Source: an optimization exercise on an open RTL-to-GDS flow (aim: small area). Production flows keep margins and buffers that such runs may drop.
RTL that was checked went through simulation tests only; none was proved equivalent to the original.
No activity file was given, so power comes from the tool's default toggle rates. No driver is modelled on the clock port, so clocking that relies on it looks cheaper here than on a real chip.

## sccb_responder
module sccb_responder #(
  parameter logic [6:0] DEV_ID   = SCCB_DEV_ID,
  parameter int         FILT_LEN = 4
) (
  input  logic       i_clk,
  input  logic       i_rst,
  input  logic       i_SCL,
  input  logic       i_SDA,
  output logic       o_SDA_oe,
  output logic       o_wr_valid,
  output logic [7:0] o_wr_addr,
  output logic [7:0] o_wr_data,
  input  logic [7:0] i_dbg_addr,
  output logic [7:0] o_dbg_data,
  output logic       o_busy,
  output logic       o_err
);
==> flow/config.mk <==
export PLATFORM = sky130hd
export DESIGN_NAME = sccb_responder
export DESIGN_NICKNAME = sccb_responder
export VERILOG_FILES = /design/flow/design.v
export SDC_FILE = /design/flow/constraint.sdc
export NUM_CORES = 4
export LEC_CHECK = 0
export CAP_MARGIN = 20
export CORE_MARGIN = 2
export CORE_UTILIZATION = 40
export SLEW_MARGIN = 20
export SYNTH_HIERARCHICAL = 1
==> flow/constraint.sdc <==
create_clock -name core_clock -period 10.0 [get_ports {i_clk}]
set_input_delay 2.0000 -clock core_clock [delete_from_list [all_inputs] [get_ports {i_clk}]]
set_output_delay 2.0000 -clock core_clock [all_outputs]
set_load 0.01 [all_outputs]
standard.sh (not shown) runs the stock make flow with config.mk's settings and CLKGATE_MAP_FILE= SYNTH_SCRIPT=/design/flow/synth_recipe.tcl, a recipe that flattens the netlist after the stock synthesis.
==> flow/flow/run.sh <==
#!/bin/bash
# Standard synthesis, then every combinational cell downsized to the
# smallest of its family, then the standard layout with a clock tree built
# without dummy loads and with small port buffers.
set -euo pipefail
RES="$PWD/orfs/results/${FLOW_PLATFORM}/sccb_responder/base"

bash standard.sh synth > synth.log 2>&1

RESULTS_DIR="$RES" openroad -no_init -exit flow/downsize.tcl > downsize.log 2>&1

export CTS_ARGS="-sink_clustering_enable -repair_clock_nets -dont_use_dummy_load -buf_list sky130_fd_sc_hd__clkbuf_16 -sink_clustering_size 30 -sink_clustering_max_diameter 60"
export BUFFER_PORTS_ARGS="-buffer_cell sky130_fd_sc_hd__buf_1"
bash standard.sh finish > layout.log 2>&1
==> flow/flow/downsize.tcl <==
# Swap every combinational cell of the synthesized netlist for the smallest
# cell of its family (same function and pins, lowest drive strength).
# Registers keep their cells. Later repair steps size up what timing,
# slew or capacitance need.
set results $::env(RESULTS_DIR)
read_db $results/1_synth.odb

# The platform's don't-use cells (lpflow_*, probe_*) have an extra "_" in
# their names, so the family pattern below never matches them.
set dont_use {}
if { [info exists ::env(DONT_USE_CELLS)] } { set dont_use [split $::env(DONT_USE_CELLS)] }
set db [ord::get_db]
set block [ord::get_db_block]

set fam_best [dict create]
foreach lib [$db getLibs] {
  foreach m [$lib getMasters] {
    set n [$m getName]
    if { [lsearch -exact $dont_use $n] >= 0 } { continue }
    if { ![regexp {^(sky130_fd_sc_hd__[a-z0-9]+)_([0-9]+)$} $n -> fam drive] } { continue }
    set a [expr { [$m getWidth] * [$m getHeight] }]
    if { ![dict exists $fam_best $fam] || $a < [lindex [dict get $fam_best $fam] 1] } {
      dict set fam_best $fam [list $m $a]
    }
  }
}

set swapped 0
set saved 0
foreach inst [$block getInsts] {
  set m [$inst getMaster]
  set n [$m getName]
  if { ![regexp {^(sky130_fd_sc_hd__[a-z0-9]+)_([0-9]+)$} $n -> fam drive] } { continue }
  # leave flip-flops, latches and clock cells alone
  if { [regexp {__(df|edf|sdf|dl|sdl|clk|conb|tap|fill|decap)} $n] } { continue }
  if { ![dict exists $fam_best $fam] } { continue }
  lassign [dict get $fam_best $fam] best a
  set cur [expr { [$m getWidth] * [$m getHeight] }]
  if { $a < $cur } {
    if { [$inst swapMaster $best] } {
      incr swapped
      set saved [expr { $saved + $cur - $a }]
    }
  }
}
puts "downsize: swapped $swapped cells, saved [expr { $saved / 1.0e6 }] um^2"
write_db $results/1_synth.odb
The starting point produced a clean layout.
Edit:
--- a/flow/flow/run.sh
+++ b/flow/flow/run.sh
@@ -11,3 +11,3 @@
 
-export CTS_ARGS="-sink_clustering_enable -repair_clock_nets -dont_use_dummy_load -buf_list sky130_fd_sc_hd__clkbuf_16 -sink_clustering_size 30 -sink_clustering_max_diameter 60"
+export CTS_ARGS="-sink_clustering_enable -repair_clock_nets -dont_use_dummy_load -buf_list sky130_fd_sc_hd__clkbuf_8 -sink_clustering_size 18 -sink_clustering_max_diameter 45"
 export BUFFER_PORTS_ARGS="-buffer_cell sky130_fd_sc_hd__buf_1"
CORE_UTILIZATION = 65   (was 40)
PLACE_DENSITY = 0.72   (was not set)
=> The changed run finished with timing, DRC and antenna clean; power decreases by about 4.6%; synthesized area is unchanged; count of clock-buffer cells in the layout increases by 45; routed wire length decreases by 6.5%; sequential share of layout area increases by 1.7 points; clock power decreases by about 14%; final area decreases by about 2.3%; via count increases by 1.3%; core utilization increases by 26 points.
Edit:
--- a/flow/flow/run.sh
+++ b/flow/flow/run.sh
@@ -11,3 +11,3 @@
 
-export CTS_ARGS="-sink_clustering_enable -repair_clock_nets -dont_use_dummy_load -buf_list sky130_fd_sc_hd__clkbuf_8 -sink_clustering_size 18 -sink_clustering_max_diameter 45"
+export CTS_ARGS="-sink_clustering_enable -repair_clock_nets -dont_use_dummy_load -buf_list sky130_fd_sc_hd__clkbuf_4 -sink_clustering_buffer sky130_fd_sc_hd__clkbuf_16 -sink_clustering_size 35 -sink_clustering_max_diameter 70"
 export BUFFER_PORTS_ARGS="-buffer_cell sky130_fd_sc_hd__buf_1"
CORE_UTILIZATION = 40   (was 65)
PLACE_DENSITY = not set   (was 0.72)
The new run completed with no timing, DRC or antenna violations.
Power is lower slightly.
Die area is higher by well over a third.
Sequential power barely changes.
Wire length climbs by a few percent.
Edit:
--- a/flow/flow/run.sh
+++ b/flow/flow/run.sh
@@ -11,3 +11,3 @@
 
-export CTS_ARGS="-sink_clustering_enable -repair_clock_nets -dont_use_dummy_load -buf_list sky130_fd_sc_hd__clkbuf_4 -sink_clustering_buffer sky130_fd_sc_hd__clkbuf_16 -sink_clustering_size 35 -sink_clustering_max_diameter 70"
+export CTS_ARGS="-sink_clustering_enable -repair_clock_nets -dont_use_dummy_load -buf_list sky130_fd_sc_hd__clkbuf_4 -sink_clustering_size 8 -sink_clustering_max_diameter 30"
 export BUFFER_PORTS_ARGS="-buffer_cell sky130_fd_sc_hd__buf_1"
After rerunning: Die area does not change; global-route usage went up by 0.64 points; setup slack gets better by 0.32 ns; worst hold slack gets better by 0.034 ns; clock-buffer cell count went up by 271.

---

Another version of the RTL of sccb_responder (not shown whole).
Size: roughly 4100 cells after synthesis, about 40 I/O pins, roughly 0.057 mm2 of cells after synthesis.
==> flow/config.mk <==
export PLATFORM = sky130hd
export DESIGN_NAME = sccb_responder
export DESIGN_NICKNAME = sccb_responder
export VERILOG_FILES = /design/flow/design.v
export SDC_FILE = /design/flow/constraint.sdc
export NUM_CORES = 4
export LEC_CHECK = 0
export CAP_MARGIN = 20
export CORE_MARGIN = 2
export CORE_UTILIZATION = 40
export CTS_BUF_LIST = sky130_fd_sc_hd__clkbuf_8
export CTS_CLUSTER_DIAMETER = 35
export CTS_CLUSTER_SIZE = 25
export SLEW_MARGIN = 20
export SYNTH_HIERARCHICAL = 1
==> flow/constraint.sdc <==
create_clock -name core_clock -period 10.0 [get_ports {i_clk}]
set_input_delay 2.0000 -clock core_clock [delete_from_list [all_inputs] [get_ports {i_clk}]]
set_output_delay 2.0000 -clock core_clock [all_outputs]
set_load 0.01 [all_outputs]
run.sh (not shown) runs the stock make flow with config.mk's settings and CLKGATE_MAP_FILE= SYNTH_SCRIPT=/design/flow/synth_recipe.tcl, a recipe that flattens the netlist after the stock synthesis.
Stock flow here: none of the scripts above is used.
==> next run, changes <==
CTS_CLUSTER_DIAMETER = 45   (was 35)
CTS_CLUSTER_SIZE = 18   (was 25)
After rerunning:
- synthesized cell count stays the same
- combinational power barely changes
- register-to-register slack is better by 0.06 ns
- via count goes down by 1.9%
- wire length is lower by 0.82%
- clock skew falls by 0.034 ns
- first-iteration DRC count went down by 2.8%
- critical path depth is unchanged
No functional check of the RTL was part of any run of this note.

---

sccb_responder with an RTL version that a note above also has.
Size in the first run: roughly 4100 cells after synthesis.
// sccb_responder
module sccb_responder #(
  parameter logic [6:0] DEV_ID   = SCCB_DEV_ID,
  parameter int         FILT_LEN = 4
) (
  input  logic       i_clk,
  input  logic       i_rst,
  input  logic       i_SCL,
  input  logic       i_SDA,
  output logic       o_SDA_oe,
  output logic       o_wr_valid,
  output logic [7:0] o_wr_addr,
  output logic [7:0] o_wr_data,
  input  logic [7:0] i_dbg_addr,
  output logic [7:0] o_dbg_data,
  output logic       o_busy,
  output logic       o_err
);
export LEC_CHECK = 0
export CAP_MARGIN = 20
export CORE_MARGIN = 2
export CORE_UTILIZATION = 40
export SLEW_MARGIN = 20
export SYNTH_HIERARCHICAL = 1
create_clock -name core_clock -period 10.0 [get_ports {i_clk}]
standard.sh (not shown) runs the stock make flow with config.mk's settings and CLKGATE_MAP_FILE= SYNTH_SCRIPT=/design/flow/synth_recipe.tcl, a recipe that flattens the netlist after the stock synthesis.
==> flow/flow/run.sh <==
#!/bin/bash
# Standard synthesis, then every combinational cell downsized to the
# smallest of its family, then the standard layout with a clock tree built
# without dummy loads and with small port buffers.
set -euo pipefail
RES="$PWD/orfs/results/${FLOW_PLATFORM}/sccb_responder/base"

bash standard.sh synth > synth.log 2>&1

RESULTS_DIR="$RES" openroad -no_init -exit flow/downsize.tcl > downsize.log 2>&1

export CTS_ARGS="-sink_clustering_enable -repair_clock_nets -dont_use_dummy_load -buf_list sky130_fd_sc_hd__clkbuf_8 -sink_clustering_size 18 -sink_clustering_max_diameter 45"
export BUFFER_PORTS_ARGS="-buffer_cell sky130_fd_sc_hd__buf_1"
bash standard.sh finish > layout.log 2>&1
Scripts as last shown in full above: flow/flow/downsize.tcl
The baseline completed without violations.
Rerun with:
--- a/flow/flow/run.sh
+++ b/flow/flow/run.sh
@@ -12 +12 @@
-export CTS_ARGS="-sink_clustering_enable -repair_clock_nets -dont_use_dummy_load -buf_list sky130_fd_sc_hd__clkbuf_8 -sink_clustering_size 18 -sink_clustering_max_diameter 45"
+export CTS_ARGS="-sink_clustering_enable -repair_clock_nets -dont_use_dummy_load -buf_list sky130_fd_sc_hd__clkbuf_8 -sink_clustering_buffer sky130_fd_sc_hd__clkbuf_16 -sink_clustering_size 30 -sink_clustering_max_diameter 80"
Outcome: The changed run passed the timing, design-rule and antenna checks. Maximum frequency stays flat. Power is lower slightly. Combinational power hardly moves. Cell count is lower slightly. Sequential power is about the same. Flip-flop and latch count is unchanged. Setup slack loses 0.0099 ns. Non-clock buffer count is unchanged.

[re-timing with driven ports]
No port has a modelled driver above. Below, the same layouts with a new extraction and two added sets of constraints.
Step 1 assumes that a clkbuf_16 drives the clock port and a buf_2 every other input.
Step 2 adds t to the input delays and takes it off the output delays; t is the mean of the earliest and latest rising clock arrival at the registers after step 1. Input paths then give back, and output paths get back, about the clock's delay inside the block.
Slacks: ideal / step 1 / step 2; pairs: ideal / step 1.
run | t (ns) | setup slack, ns | worst setup path after step 2 | slew at the worst register clock pin (ns) | pins driven straight from the clock port
the first run of note 1 | 0.778 | 3.887 / 3.949 / 3.170 | input to register | 0.11 / 0.11 | 1
the second run of note 1 | 0.881 | 4.480 / 4.522 / 3.642 | input to register | 0.11 / 0.11 | 1
the third run of note 1 | 1.172 | 4.244 / 4.293 / 3.121 | input to register | 0.13 / 0.13 | 1
the fourth run of note 1 | 1.289 | 4.567 / 4.621 / 3.332 | input to register | 0.09 / 0.09 | 1
the first run of note 2 | 1.002 | 3.995 / 4.041 / 3.038 | input to register | 0.11 / 0.11 | 1
the second run of note 2 | 0.961 | 4.000 / 4.054 / 3.093 | input to register | 0.11 / 0.11 | 1
the first run of note 3 | 0.924 | 4.071 / 4.126 / 3.202 | input to register | 0.11 / 0.11 | 1
the second run of note 3 | 0.888 | 4.061 / 4.111 / 3.223 | input to register | 0.11 / 0.11 | 1
After both steps setup and hold are still met in every run listed. For the fourth run of note 1, which loses most, drivers alone change the setup slack by +0.054 ns; drivers and shift together by -1.235 ns.
